Context: an optimization exercise on an open-source flow, tuned for small area. The choices shown serve that exercise and are no tape-out recipe. The RTL was checked by simulation tests, not by an equivalence proof against the original design. Power is estimated from default activity; no workload was simulated.

File: flow/standard.sh
#!/bin/bash
# synth_recipe.tcl (not shown) runs the flow's synth.tcl, then flattens the netlist and writes it again
# the make line also repeats each setting of config.mk as NAME=value (left out here)
make -C /OpenROAD-flow-scripts/flow DESIGN_CONFIG=/design/flow/config.mk WORK_HOME=/design/flow/orfs CLKGATE_MAP_FILE= SYNTH_SCRIPT=/design/flow/synth_recipe.tcl "${@:-finish}"
File: flow/config.mk
export PLATFORM = sky130hd
export DESIGN_NAME = mipsCoreTop
export DESIGN_NICKNAME = mipsCoreTop
export VERILOG_FILES = /design/flow/design.v
export SDC_FILE = /design/flow/constraint.sdc
export NUM_CORES = 4
export LEC_CHECK = 0
export CAP_MARGIN = 20
export CORE_MARGIN = 2
export CORE_UTILIZATION = 40
export SLEW_MARGIN = 20
File: flow/design.v
`default_nettype none
package isaPkg;
	typedef logic [4:0] regAddrT;  
	typedef logic [31:0] wordT;  
endpackage
`default_nettype wire
`default_nettype none
package uarchPkg;
	localparam int addrWidth = 9;  
	typedef enum logic [2:0] {
		clsAlu,  
		clsLui,  
		clsShift,  
		clsLw,  
		clsSw  
	} clsT;
endpackage
`default_nettype wire
`default_nettype none
module alu (
	input logic [2:0] fn,  
	input logic a,
	input logic b,
	input logic cin,
	output logic sum,  
	output logic cout,
	output logic lt,  
	output logic res  
);
	logic isSub;
	logic bx;
	assign isSub = fn == 3'd1 || fn[2:1] == 2'b11;
	assign bx = b ^ isSub;
	assign sum = a ^ bx ^ cin;
	assign cout = (a & bx) | (a & cin) | (bx & cin);
	assign lt = fn[0] ? ~cout : ((a ^ b) ? a : sum);
	always_comb begin
		case (fn)
			3'd0, 3'd1: res = sum;
			3'd2: res = a & b;
			3'd3: res = a | b;
			3'd4: res = a ^ b;
			3'd5: res = ~(a | b);
			default: res = 1'b0;
		endcase
	end
endmodule
`default_nettype wire
`default_nettype none
module registerFile (
	input logic CLK,
	input logic [4:0] rdAddrA,
	input logic [4:0] rdAddrB,
	input logic [4:0] wrAddr,
	input logic wrEn,
	input logic clear,  
	input logic wrBit,
	output logic rdBitA,
	output logic rdBitB
);
	logic [31:0] head;  
	logic [3:0] selHi;  
	logic [7:0] selLo;  
	logic bitIn;
	assign head[0] = 1'b0;
	assign bitIn = wrBit && !clear;
	for (genvar i = 0; i < 4; i++) begin : g_hi
		assign selHi[i] = clear || (wrEn && wrAddr[4:3] == 2'(i));
	end
	for (genvar i = 0; i < 8; i++) begin : g_lo
		assign selLo[i] = clear || wrAddr[2:0] == 3'(i);
	end
	for (genvar k = 1; k < 32; k++) begin : g_reg
		logic [31:0] q;
		logic we;
		assign we = selHi[k / 8] && selLo[k % 8];
		assign head[k] = q[0];
		always_ff @(posedge CLK) begin
			q <= {we ? bitIn : q[0], q[31:1]};
		end
	end
	assign rdBitA = head[rdAddrA];
	assign rdBitB = head[rdAddrB];
endmodule
`default_nettype wire
`default_nettype none
module mipsCore (
	input logic CLK,
	input logic reset,
	output logic stb,
	output logic we,
	output logic [6:0] adrWord,  
	output logic [31:0] datW,
	input logic ack,
	input logic [31:0] datR
);
	typedef enum logic [2:0] {
		sClear,  
		sFetch,
		sWait1,  
		sLap1,
		sMem,  
		sWait2,  
		sLap2,
		sFix  
	} stateT;
	stateT state;
	stateT nextState;
	logic [4:0] phase;
	logic ph0;
	logic ph31;
	logic [6:0] pc;
	logic [31:0] w;  
	logic [6:0] t;  
	logic c;  
	logic [4:0] k;
	uarchPkg::clsT cls;
	logic [2:0] fn;  
	logic immB;  
	logic zext;
	logic [4:0] rs;
	logic [4:0] rt;
	logic [4:0] dst;
	uarchPkg::clsT dCls;
	logic [2:0] dFn;
	logic dImmB;
	logic dZext;
	logic dNop;
	always_comb begin
		dCls = uarchPkg::clsAlu;
		dFn = 3'd0;
		dImmB = 1'b1;
		dZext = 1'b0;
		dNop = 1'b0;
		case (datR[31:26])
			6'b000000: begin
				dImmB = 1'b0;
				case (datR[5:0])
					6'b100000, 6'b100001: dFn = 3'd0;
					6'b100010, 6'b100011: dFn = 3'd1;
					6'b100100: dFn = 3'd2;
					6'b100101: dFn = 3'd3;
					6'b100110: dFn = 3'd4;
					6'b100111: dFn = 3'd5;
					6'b101010: dFn = 3'd6;
					6'b101011: dFn = 3'd7;
					6'b000100: begin
						dCls = uarchPkg::clsShift;
						dFn = 3'd0;
					end
					6'b000110: begin
						dCls = uarchPkg::clsShift;
						dFn = 3'd1;
					end
					6'b000111: begin
						dCls = uarchPkg::clsShift;
						dFn = 3'd2;
					end
					default: dNop = 1'b1;
				endcase
			end
			6'b001000, 6'b001001: dFn = 3'd0;
			6'b001010: dFn = 3'd6;
			6'b001011: dFn = 3'd7;
			6'b001100: begin
				dFn = 3'd2;
				dZext = 1'b1;
			end
			6'b001101: begin
				dFn = 3'd3;
				dZext = 1'b1;
			end
			6'b001110: begin
				dFn = 3'd4;
				dZext = 1'b1;
			end
			6'b001111: dCls = uarchPkg::clsLui;
			6'b100011: dCls = uarchPkg::clsLw;
			6'b101011: dCls = uarchPkg::clsSw;
			default: dNop = 1'b1;
		endcase
	end
	assign ph0 = phase == 5'd0;
	assign ph31 = phase == 5'd31;
	always_ff @(posedge CLK) begin
		if (reset) begin
			phase <= '0;
			state <= sClear;
			pc <= '0;
		end else begin
			phase <= phase + 5'd1;
			state <= nextState;
			if (state == sFetch && ack) pc <= pc + 7'd1;
		end
	end
	always_ff @(posedge CLK) begin
		if (state == sFetch && ack) begin
			case (dCls)
				uarchPkg::clsAlu: k <= {1'b0, dImmB, dFn};
				uarchPkg::clsLui: k <= 5'b01101;
				uarchPkg::clsShift: k <= {2'b10, dFn};
				uarchPkg::clsLw: k <= 5'b11000;
				default: k <= 5'b11001;
			endcase
			rs <= datR[25:21];
			rt <= datR[20:16];
			dst <= (datR[31:26] == 6'b000000) ? datR[15:11] : datR[20:16];
		end
	end
	logic rdA;
	logic rdB;
	logic bSrc;
	logic cin;
	logic [2:0] aluFn;
	logic sum;
	logic cout;
	logic lt;
	logic aluRes;
	logic wrEn;
	logic wrBit;
	logic isShift;
	logic isMem;
	logic isSlt;
	logic sll;
	logic cmp;
	logic [4:0] sAmt;
	logic [2:0] lag;  
	logic [1:0] tapSel;  
	logic srlWait;
	logic tapBit;
	logic wShift;
	logic wIn;
	logic tShift;
	assign fn = k[2:0];
	assign immB = k[4] || k[3];
	assign zext = k[3] && (k[2:0] == 3'd2 || k[2:0] == 3'd3 || k[2:0] == 3'd4);
	always_comb begin
		case (k[4:3])
			2'd0: cls = uarchPkg::clsAlu;
			2'd1: cls = (k[2:0] == 3'd5) ? uarchPkg::clsLui : uarchPkg::clsAlu;
			2'd2: cls = uarchPkg::clsShift;
			default: cls = k[0] ? uarchPkg::clsSw : uarchPkg::clsLw;
		endcase
	end
	assign isShift = cls == uarchPkg::clsShift;
	assign isMem = cls == uarchPkg::clsLw || cls == uarchPkg::clsSw;
	assign isSlt = cls == uarchPkg::clsAlu && fn[2:1] == 2'b11;
	assign sll = isShift && fn[1:0] == 2'd0;
	assign bSrc = immB ? (w[0] && !(zext && phase[4])) : rdB;
	assign aluFn = isMem ? 3'd0 : fn;
	assign cin = ph0 ? (aluFn == 3'd1 || aluFn[2:1] == 2'b11) : c;
	alu i_alu (
		.fn(aluFn),
		.a(rdA),
		.b(bSrc),
		.cin(cin),
		.sum(sum),
		.cout(cout),
		.lt(lt),
		.res(aluRes)
	);
	assign sAmt = t[6:2];
	assign cmp = (sll ? phase : ~phase) >= sAmt;
	assign lag = 3'd0 - sAmt[2:0];
	assign tapSel = sAmt[4:3] + 2'(sAmt[2:0] != 3'd0);
	assign srlWait = phase[4:3] == 2'd0 && phase[2:0] < lag;
	assign tapBit = cmp ? w[sll ? 5'd0 : {tapSel, 3'b000}] : (fn[1] && c);
	always_comb begin
		wrEn = 1'b0;
		wrBit = 1'b0;
		wShift = 1'b0;
		wIn = w[0];
		tShift = 1'b0;
		case (state)
			sLap1: begin
				case (cls)
					uarchPkg::clsAlu: begin
						wrEn = 1'b1;
						wrBit = aluRes;
						wShift = !(phase[4] || phase[3:0] == 4'hF);
					end
					uarchPkg::clsLui: begin
						wrEn = 1'b1;
						wrBit = phase[4] && w[0];
						wShift = phase[4];
					end
					uarchPkg::clsShift: begin
						wShift = 1'b1;
						wIn = rdB;
						tShift = phase < 5'd5;
					end
					uarchPkg::clsLw: begin
						wShift = 1'b1;
						tShift = phase >= 5'd2;
					end
					default: begin  
						wShift = 1'b1;
						wIn = rdB;
						tShift = phase >= 5'd2 && phase <= 5'd8;
					end
				endcase
			end
			sLap2: begin
				wrEn = 1'b1;
				if (cls == uarchPkg::clsLw) begin
					wShift = 1'b1;
					wrBit = w[0];
				end else if (sll) begin
					wShift = cmp;
					wrBit = tapBit;
				end else begin
					wrEn = !srlWait;
					wShift = !srlWait;
					wrBit = tapBit;
				end
			end
			sFix: begin
				wrEn = 1'b1;
				wShift = 1'b1;
				wrBit = isShift ? tapBit : c;
			end
			default: ;
		endcase
	end
	always_ff @(posedge CLK) begin
		if (stb && ack) begin
			w <= datR;
		end else if (wShift) begin
			w <= {wIn, w[31:1]};
		end
		if (tShift) t <= {isShift ? rdA : sum, t[6:1]};
		if (state == sLap1) begin
			if (isShift) c <= rdB;  
			else if (ph31 && isSlt) c <= lt;
			else c <= cout;
		end
	end
	registerFile i_registerFile (
		.CLK(CLK),
		.rdAddrA(rs),
		.rdAddrB(rt),
		.wrAddr(dst),
		.wrEn(wrEn),
		.clear(state == sClear),
		.wrBit(wrBit),
		.rdBitA(rdA),
		.rdBitB(rdB)
	);
	always_comb begin
		nextState = state;
		case (state)
			sClear: if (ph31) nextState = sFetch;
			sFetch: if (ack && !dNop) nextState = sWait1;
			sWait1: if (ph31) nextState = sLap1;
			sLap1: begin
				if (cls == uarchPkg::clsLw) begin
					if (phase == 5'd8) nextState = sMem;
				end else if (ph31) begin
					if (cls == uarchPkg::clsSw) nextState = sMem;
					else if (isShift) nextState = sLap2;
					else if (isSlt) nextState = sFix;
					else nextState = sFetch;
				end
			end
			sMem: if (ack) nextState = (cls == uarchPkg::clsLw) ? sWait2 : sFetch;
			sWait2: if (ph31) nextState = sLap2;
			sLap2: if (ph31) nextState = (isShift && !sll && lag != 3'd0) ? sFix : sFetch;
			default: if (!isShift || phase[2:0] == lag - 3'd1) nextState = sFetch;  
		endcase
	end
	assign stb = state == sFetch || state == sMem;
	assign we = state == sMem && cls == uarchPkg::clsSw;
	assign adrWord = (state == sMem) ? t : pc;
	assign datW = w;
endmodule
`default_nettype wire
`timescale 1ns/1ns
`default_nettype none
module mipsCoreTop (
	input logic CLK,
	input logic reset,
	output logic wb_cyc_o,
	output logic wb_stb_o,
	output logic wb_we_o,
	output logic [8:0] wb_adr_o,
	output logic [31:0] wb_dat_o,
	input logic wb_ack_i,
	input logic [31:0] wb_dat_i
);
	logic stb;
	logic [6:0] adrWord;
	assign wb_cyc_o = stb;
	assign wb_stb_o = stb;
	assign wb_adr_o = {adrWord, 2'b00};
	mipsCore i_mipsCore (
		.CLK(CLK),
		.reset(reset),
		.stb(stb),
		.we(wb_we_o),
		.adrWord(adrWord),
		.datW(wb_dat_o),
		.ack(wb_ack_i),
		.datR(wb_dat_i)
	);
endmodule
`default_nettype wire
File: flow/flow/synth_area.tcl
# The standard synthesis script with one change: ABC maps the logic with
# its area-oriented mapper (amap) instead of the speed script, without the
# delay target and the driver/load constraints. Registers are mapped before
# ABC runs, so they are the same as in the standard synthesis.
proc abc {args} {
  set keep {}
  set skip 0
  foreach a $args {
    if {$skip} { set skip 0; continue }
    if {$a eq "-script" || $a eq "-D" || $a eq "-constr"} { set skip 1; continue }
    lappend keep $a
  }
  yosys abc -script "+strash;ifraig;scorr;dc2;dc2;strash;dch,-f;amap,-A,8,-F,2" {*}$keep
}
source $::env(FLOW_STD_SYNTH)
File: flow/constraint.sdc
create_clock -name core_clock -period 10.0 [get_ports {CLK}]
set_input_delay 2.0000 -clock core_clock [delete_from_list [all_inputs] [get_ports {CLK}]]
set_output_delay 2.0000 -clock core_clock [all_outputs]
set_load 0.01 [all_outputs]
File: flow/flow/run.sh
#!/bin/bash
# Standard layout with these changes: 55% core utilization, synthesis maps
# logic for area
# (flow/synth_area.tcl, which wraps the standard flow's own synthesis script), the clock
# tree uses clkbuf_8 buffers with sinks clustered in groups of up to 21
# without dummy loads, and the port buffers are the smallest buffer cell.
set -euo pipefail
here=$(pwd)
export FLOW_STD_SYNTH="$here/synth_recipe.tcl"
bash standard.sh \
	CORE_UTILIZATION=55 \
	SYNTH_SCRIPT="$here/flow/synth_area.tcl" \
	CTS_ARGS="-sink_clustering_enable -repair_clock_nets -dont_use_dummy_load -sink_clustering_size 21 -sink_clustering_max_diameter 70 -buf_list sky130_fd_sc_hd__clkbuf_8" \
	BUFFER_PORTS_ARGS="-buffer_cell sky130_fd_sc_hd__buf_1" \
	finish > flow_make.log 2>&1
==> reports/qor.yml, run 1 <==
die:
  pin_count: 79
  core_um2: 44300
  dieHeight_um: 216
  num_rows: 77
  start_util_pct: 55.9
  die-area_um2: 46700
  die_x_um: 216
sta:
  fmax_mhz: 211
  final.setup.tns_ns: 0
  skew_ns: 0.0701
  slew_headroom_pct: 27.4
  period_minus_slack_ns: 4.74
  setup_viol: 0
  rsz0062_at_grt: "false"
  finalMaxSlewViolations: 0
  worst_pin_slew_ns: 1.08
  min_period_over_period_pct: 47.4
  hold_viol_final: 0
detailed_routing:
  routed_via_density: 4.75
  drt_wl_total_um: 36000
  vias: 10888
  wl_met2_um: 14500
  detail-route-antenna-nets: 0
  wl_met3_um: 2110
  drt-met1-wl_um: 18300
  wl_per_cell_um: 15.7
  first_pass_iters: 5
  drc: 0
  drt-initial-drc-count: 677
  top_layer_used: "met4"
cts:
  cts_htree_levels: 2
  hold_buffers: 0
  cts_buffers: 58
  cts_tree: "yes"
  cts_resized: 0
  clk_latency_ns: 0.69
  postCtsSetupRepairBufs: 0
  numClockSinks: 1067
  root_buffer: "clkbuf_8"
  clk_pin_slew_worst_paths_ns: 0.11
  ctsLongestPathBuffers: 3
logic_synthesis:
  synth_mux_area_share_pct: 0
  synth_most_common_cell: "dfxtp_1"
  syn_inst: 1564
  synthSimpleGateAreaFrac_pct: 2.90
  synth.cells.most_frequent: "dfxtp_1, nor2_1, clkinv_1"
  yosys_warnings: 3
  netlist_area_um2: 24800
  synth_edf_count: 60
  synth-seq-cells: 1067
  synth.top_cells.by_area: "dfxtp_1, edfxtp_1, nor2_1"
  avgSynthCellArea_um2: 15.8
  ys_seq_area_share_pct: 88.7
  ys.flop_type: "dfxtp_1"
  synth_top_family_by_area: "compound AO/OA/AOI/OAI gates"
  synth-compound-area-share_pct: 6.05
  synth_top_area_share_pct: 81.4
  synthAdderAreaFrac_pct: 1.04
  synth_cell_types: 38
  async_reset_ff_share_pct: 0
  synth_area_leader_cell: "dfxtp_1"
  synth-xor-area-share_pct: 0
global_route:
  first_global_vias: 10741
  grt_max_degree: 42
  track_usage_pct: 15.8
  grt_pass1_wl_um: 57600
  antenna_found_initial: 0
  gr-total-overflow: 0
setup_path:
  cp_cell_sequence: "nand2_1 -> nor2_1 -> clkinv_1 -> o22ai_1 -> buf_1"
  critical_path_required_ns: 8.00
  critPathBufInv: 2
  path_delay_family: "simple AND/OR/NAND/NOR gates"
  path_max_fanout: 11
  crit_path_start_kind: "flip-flop"
  cp_data_arrival_time_ns: 2.74
  worst_path_max_delay_cell: "nor2_1"
  cpPeakStageDelay_ns: 0.57
  endpoint_kind: "output pin"
  path_class: "reg -> out"
power:
  ir_drop_mv: 0.195
  leakage_nw: 10.5
  cellPowerDensity_nw_per_um2: 342
placed_design:
  hpwl_um: 23100
  port_buffers: 76
  dp_cells: 2235
  gp_congestion: 0.820
cells_and_area:
  layout.cells.non_filler: 2294
  multiInputGateArea_um2: 2490
  seq_area_um2: 22000
  layout.nets: 1758
  fillCellCount: 3415
  final_layout_size_suffix_gt1_share_pct: 3.94
  syn_to_final_growth_pct: 7.51
worst_hold_path:
  hold_class: "reg -> reg"
status:
  status: "complete, no violations"
flow_run:
  max-cap-violations: 0
==> path summary, 6_finish.rpt <==
check                                              startpoint                                               end  slack, ns  cells past startpoint
max                          i_mipsCore.state[2]$_SDFFE_PP0P_                                       wb_adr_o[4]       5.26                      5
min reg2reg  i_mipsCore.i_registerFile.g_reg[1].q[31]$_DFF_P_  i_mipsCore.i_registerFile.g_reg[1].q[30]$_DFF_P_       0.26                      0
max reg2reg                        i_mipsCore.rt[2]$_DFFE_PP_  i_mipsCore.i_registerFile.g_reg[1].q[31]$_DFF_P_       5.34                     17
min          i_mipsCore.i_registerFile.g_reg[1].q[31]$_DFF_P_  i_mipsCore.i_registerFile.g_reg[1].q[30]$_DFF_P_       0.26                      0
==> cell families after synthesis <==
family / after synthesis
compound gates: 223
fa+ha+maj: 20
buf+inv: 81
flops: 1067
other cells: 1
simple gates: 172
==> metrics by stage <==
step	util (%)	cell area [um^2]	worst slack (ns)	total power, W	hold WS, ns
global placement	58.2	25800	5.13	0.00755	0.310
CTS	60.0	26600	5.17	0.00923	0.269
global route	60.0	26600	4.80	0.00964	0.264
finish	60.0	26600	5.26	0.00910	0.263
floorplan	-	24800	4.88	0.00708	0.310
detailed placement	58.2	25800	5.01	0.00757	0.312
==> flip-flops by register name, summed over array words and instances (netlist names), 3 cells and up <==
name / count
i_mipsCore.k: 5
i_mipsCore.rs: 5
i_mipsCore.state: 3
i_mipsCore.w: 32
i_mipsCore.rt: 5
i_mipsCore.phase: 5
i_mipsCore.dst: 5
i_mipsCore.pc: 7
i_mipsCore.i_registerFile.g.q: 992
i_mipsCore.t: 7
==> per-layer routing <==
metal / up-vias / track usage [%]
li1: 5454 / -
met1: 5115 / 23.2
met2: 240 / 22.7
met3: 79 / 4.27
met4: 0 / 5.64
met5: - / 0
==> area by class of cell <==
type / instances / share of cell area (%)
Inverter: 78 / 1.10
Timing Repair Buffer: 81 / 1.21
Antenna cell: 1 / 0.00940
Multi-Input combinational cell: 417 / 9.37
Clock buffer: 58 / 3.00
Tap cell: 592 / 2.78
Sequential cell: 1067 / 82.5
==> placed cells by master (no fill, tap or decap), types with 5 or more instances in the layout <==
cell type,count
nor2_1,108
nand2_1,21
buf_4,5
a211oi_1,5
a31oi_1,23
edfxtp_1,60
a221oi_1,22
o21ai_0,21
o221ai_1,10
o22a_1,25
nor3_1,14
clkinv_1,78
buf_1,76
clkbuf_8,58
o22ai_1,15
nand3_1,9
a21oi_1,73
nor4_1,5
ha_1,19
dfxtp_1,1007
and3_1,5
==> power breakdown <==
group          switching, W  total [W]  internal (W)
Sequential         0.000507    0.00662       0.00611
Clock               0.00111    0.00164      0.000523
Combinational      0.000558   0.000849      0.000291
==> inputs of run 2 (changes only) <==
==> flow/flow/run.sh (replaced) <==
#!/bin/bash
# Standard layout with these changes: synthesis maps logic for area
# (flow/synth_area.tcl, which wraps the standard flow's own synthesis script), the clock
# tree uses clkbuf_8 buffers with sinks clustered in groups of up to 20
# without dummy loads, and the port buffers are the smallest buffer cell.
set -euo pipefail
here=$(pwd)
export FLOW_STD_SYNTH="$here/synth_recipe.tcl"
bash standard.sh \
	SYNTH_SCRIPT="$here/flow/synth_area.tcl" \
	CTS_ARGS="-sink_clustering_enable -repair_clock_nets -dont_use_dummy_load -sink_clustering_size 20 -sink_clustering_max_diameter 80 -buf_list sky130_fd_sc_hd__clkbuf_8" \
	BUFFER_PORTS_ARGS="-buffer_cell sky130_fd_sc_hd__buf_1" \
	finish > flow_make.log 2>&1
==> run 2 against run 1 <==
Against the previous run:
- still clean
- worst hold slack better by 0.051 ns
- combinational power is 1% higher
- critical endpoint unchanged
- register-to-register slack better by 0.04 ns
- critical path depth stayed put
- clock skew is 0.0048 ns lower
- die area is 37% higher
- largest cell class unchanged
- clock-buffer cell count is 2 higher
==> reports/qor.yml, run 2 <==
status:
  status: "complete, no violations"  # unchanged
die:
  die_x_um: 253  # was 216 um
  core_um2: 61500  # was 44300 um^2
  start_util_pct: 40.3  # was 55.9%
  die-area_um2: 63900  # was 46700 um^2
  pin_count: 79  # unchanged
  dieHeight_um: 253  # was 216 um
  num_rows: 91  # was 77
cts:
  postCtsSetupRepairBufs: 0  # unchanged
  clk_pin_slew_worst_paths_ns: 0.11  # about the same
  cts_tree: "yes"  # unchanged
  hold_buffers: 0  # unchanged
  cts_htree_levels: 2  # unchanged
  root_buffer: "clkbuf_8"  # unchanged
  ctsLongestPathBuffers: 3  # unchanged
  cts_resized: 0  # unchanged
  cts_buffers: 60  # was 58
  clk_latency_ns: 0.69  # about the same
  numClockSinks: 1067  # unchanged
flow_run:
  max-cap-violations: 0  # unchanged
cells_and_area:
  final_cell_mix: "dfxtp_1, nor2_1, clkinv_1"  # unchanged
  layout_commonest_cell: "dfxtp_1"  # unchanged
  layout.nets: 1759  # was 1758
  largest_reg_flops: 992  # unchanged
  postLayoutCellArea_um2: 26900  # was 26600 um^2
  regMostFlops: "i_mipsCore.i_registerFile.g.q"  # unchanged
  final_layout_size_suffix_gt1_share_pct: 4.00  # was 3.94%
  reg.largest.list: "i_mipsCore.i_registerFile.g.q (992), i_mipsCore.w (32)"  # unchanged
  syn_to_final_growth_pct: 8.60  # was 7.51%
  num_antenna_cells: 0  # was 1
placed_design:
  gp_congestion: 0.805  # was 0.820
  hpwl_um: 23600  # was 23100 um
  placed_area_um2: 26100  # was 25800 um^2
  port_buffers: 76  # unchanged
global_route:
  grt_max_degree: 41  # was 42
  antenna_found_initial: 0  # unchanged
  first_global_vias: 10865  # was 10.7k
  gr-total-overflow: 0  # unchanged
  gr-usage-met3_pct: 2.71  # was 4.27%
  grt_busiest_layer: "met2"  # was met1
  grt_use_met2_pct: 17.5  # was 22.7%
  track_usage_pct: 11.6  # was 15.8%
  grtUsageMet1_pct: 16.5  # was 23.2%
  grt_pass1_wl_um: 58700  # was 57600 um
sta:
  skew_ns: 0.0653  # was 0.0701 ns
  hold_viol_final: 0  # unchanged
  min_period_over_period_pct: 47.7  # was 47.4%
  final.setup.tns_ns: 0  # unchanged
  slew_headroom_pct: 31.8  # was 27.4%
  period_minus_slack_ns: 4.77  # was 4.74 ns
  setup_viol: 0  # unchanged
  fmax_mhz: 210  # was 211 MHz
  rsz0062_at_grt: "false"  # unchanged
  finalMaxSlewViolations: 0  # unchanged
  worst_pin_slew_ns: 1.02  # was 1.08 ns
detailed_routing:
  routed_via_density: 4.44  # was 4.75
  drt-initial-drc-count: 657  # was 677
  drc: 0  # unchanged
  drt_wl_total_um: 36100  # was 36000 um
  first_pass_iters: 6  # was 5
  wl_per_cell_um: 14.5  # was 15.7 um
  vias: 11056  # was 10.9k
  detail-route-antenna-nets: 0  # unchanged
power:
  leakage_nw: 10.5  # about the same
  p_seq_share_pct: 72.5  # was 72.7%
  p_comb_share_pct: 9.4  # was 9.3%
  cellPowerDensity_nw_per_um2: 339  # was 342 nW/um^2
  p_int_w: 0.00694  # was 0.00692 W
  p_switching_w: 0.00218  # about the same
  ir_drop_mv: 0.166  # was 0.195 mV
  power.share.switching_pct: 23.9  # about the same
  clock_power_share_pct: 18.1  # was 18.0%
logic_synthesis:
  synth_top_area_share_pct: 81.4  # unchanged
  synth_top_family_by_area: "compound AO/OA/AOI/OAI gates"  # unchanged
  synth_most_common_cell: "dfxtp_1"  # unchanged
  yosys_warnings: 3  # unchanged
  synthSimpleGateAreaFrac_pct: 2.90  # unchanged
  ys.flop_type: "dfxtp_1"  # unchanged
  synth_cell_types: 38  # unchanged
  synth_edf_count: 60  # unchanged
  synth_area_leader_cell: "dfxtp_1"  # unchanged
  async_reset_ff_share_pct: 0  # unchanged
  synth_mux_area_share_pct: 0  # unchanged
  synth-seq-cells: 1067  # unchanged
  avgSynthCellArea_um2: 15.8  # unchanged
  netlist_area_um2: 24800  # unchanged
  synth.top_cells.by_area: "dfxtp_1, edfxtp_1, nor2_1"  # unchanged
  synth.cells.most_frequent: "dfxtp_1, nor2_1, clkinv_1"  # unchanged
  syn_inst: 1564  # unchanged
  synthAdderAreaFrac_pct: 1.04  # unchanged
  synth-compound-area-share_pct: 6.05  # unchanged
  synth-xor-area-share_pct: 0  # unchanged
  ys_seq_area_share_pct: 88.7  # unchanged
worst_hold_path:
  hold_class: "reg -> reg"  # unchanged
setup_path:
  timing.rr.start: "i_mipsCore.k[4]$_DFFE_PP_"  # was i_mipsCore.rt[2]$_DFFE_PP_
  path_max_fanout: 11  # unchanged
  crit_path_start_kind: "flip-flop"  # unchanged
  cp_data_arrival_time_ns: 2.77  # was 2.74 ns
  ff2ff_path_depth: 17  # unchanged
  crit_end: "wb_adr_o[4]"  # unchanged
  endpoint_kind: "output pin"  # unchanged
  critical_path_required_ns: 8.00  # about the same
  worstSetupStartpoint: "i_mipsCore.state[2]$_SDFFE_PP0P_"  # unchanged
  r2r_slack_ns: 5.38  # was 5.34 ns
  r2r-end: "i_mipsCore.i_registerFile.g_reg[6].q[31]$_DFF_P_"  # was i_mipsCore.i_registerFile.g_reg[1].q[31]$_DFF_P_
  path_class: "reg -> out"  # unchanged
==> run 2: final cells by class <==
cell class,instances,area (um^2)
well taps,790,988
inverters,78,293
clock buffers,60,826
fillers,5466,34600
flip-flops and latches,1067,22000
repair buffers,80,315
multi-input cells,417,2500
==> run 2: per-stage QoR <==
step	utilization [%]	instances	hold slack [ns]	setup slack [ns]	total power [W]
floorplan	-	1565	0.310	4.88	0.00708
CTS	43.7	2492	0.314	5.17	0.00927
global route	43.7	2492	0.319	4.91	0.00967
finish	43.7	2492	0.314	5.23	0.00913
global placement	42.4	2432	0.310	5.34	0.00756
detailed placement	42.4	2432	0.312	5.18	0.00759
==> run 2: kinds of logic (layout without fill, tap and decap cells) <==
group           count (synthesis)  in the layout
flops                        1067           1067
compound gates                223            223
simple gates                  172            172
buf+inv                        81            218
fa+ha+maj                      20             20
other cells                     1              2
==> run 2: worst min path at each step <==
stage                                                      startpoint                                           endpoint  slack (ns)  cells past startpoint
detailed placement  i_mipsCore.i_registerFile.g_reg[23].q[20]$_DFF_P_  i_mipsCore.i_registerFile.g_reg[23].q[19]$_DFF_P_        0.31                      0
CTS                 i_mipsCore.i_registerFile.g_reg[20].q[30]$_DFF_P_  i_mipsCore.i_registerFile.g_reg[20].q[29]$_DFF_P_        0.31                      0
global route        i_mipsCore.i_registerFile.g_reg[20].q[30]$_DFF_P_  i_mipsCore.i_registerFile.g_reg[20].q[29]$_DFF_P_        0.32                      0
global placement     i_mipsCore.i_registerFile.g_reg[9].q[11]$_DFF_P_   i_mipsCore.i_registerFile.g_reg[9].q[10]$_DFF_P_        0.31                      0
floorplan            i_mipsCore.i_registerFile.g_reg[10].q[1]$_DFF_P_   i_mipsCore.i_registerFile.g_reg[10].q[0]$_DFF_P_        0.31                      0
finish              i_mipsCore.i_registerFile.g_reg[20].q[30]$_DFF_P_  i_mipsCore.i_registerFile.g_reg[20].q[29]$_DFF_P_        0.31                      0
==> run 2: critical path, stage by stage (launching register included) <==
cell,delay [ns]
dfxtp_1,0.56
nand2_1,0.15
nor2_1,0.57
clkinv_1,0.35
o22ai_1,0.25
buf_1,0.20
==> run 2: routing by layer <==
layer | vias up | share of wire, %
met5 | - | 0
met4 | 0 | 3.0
met3 | 78 | 5.5
met2 | 250 | 42
met1 | 5275 | 49
li1 | 5453 | -
==> run 2: power by group through the flow <==
stage | Sequential (W) | Combinational (W) | Clock, W
floorplan | 0.00650 | 0.000580 | 0
global placement | 0.00671 | 0.000845 | 0
detailed placement | 0.00672 | 0.000863 | 0
CTS | 0.00666 | 0.000868 | 0.00174
global route | 0.00681 | 0.000970 | 0.00190
finish | 0.00661 | 0.000858 | 0.00165

==> re-timing with driven ports <==
The results above use ideal ports. As a check the final layouts listed here were re-extracted and re-timed, cells and wires unchanged.
Step 1, drivers: a clkbuf_16 drives CLK and a buf_2 each remaining input, both assumed.
Step 2 adds t to the input delays and takes it off the output delays; t is the mean of the earliest and latest rising clock arrival at the registers after step 1. Input paths then give back, and output paths get back, about the clock's delay inside the block.
Three values: ideal ports, drivers, drivers and shift; two values: the first two.
run	t, ns	slack for setup (ns)	worst setup path at the end
run 1	0.709	5.264 / 5.211 / 4.875	input to register
run 2	0.708	5.234 / 5.181 / 5.043	input to register
After both steps setup and hold are still met in every run listed. For run 1, which loses most, drivers alone change the setup slack by -0.053 ns; drivers and shift together by -0.389 ns.
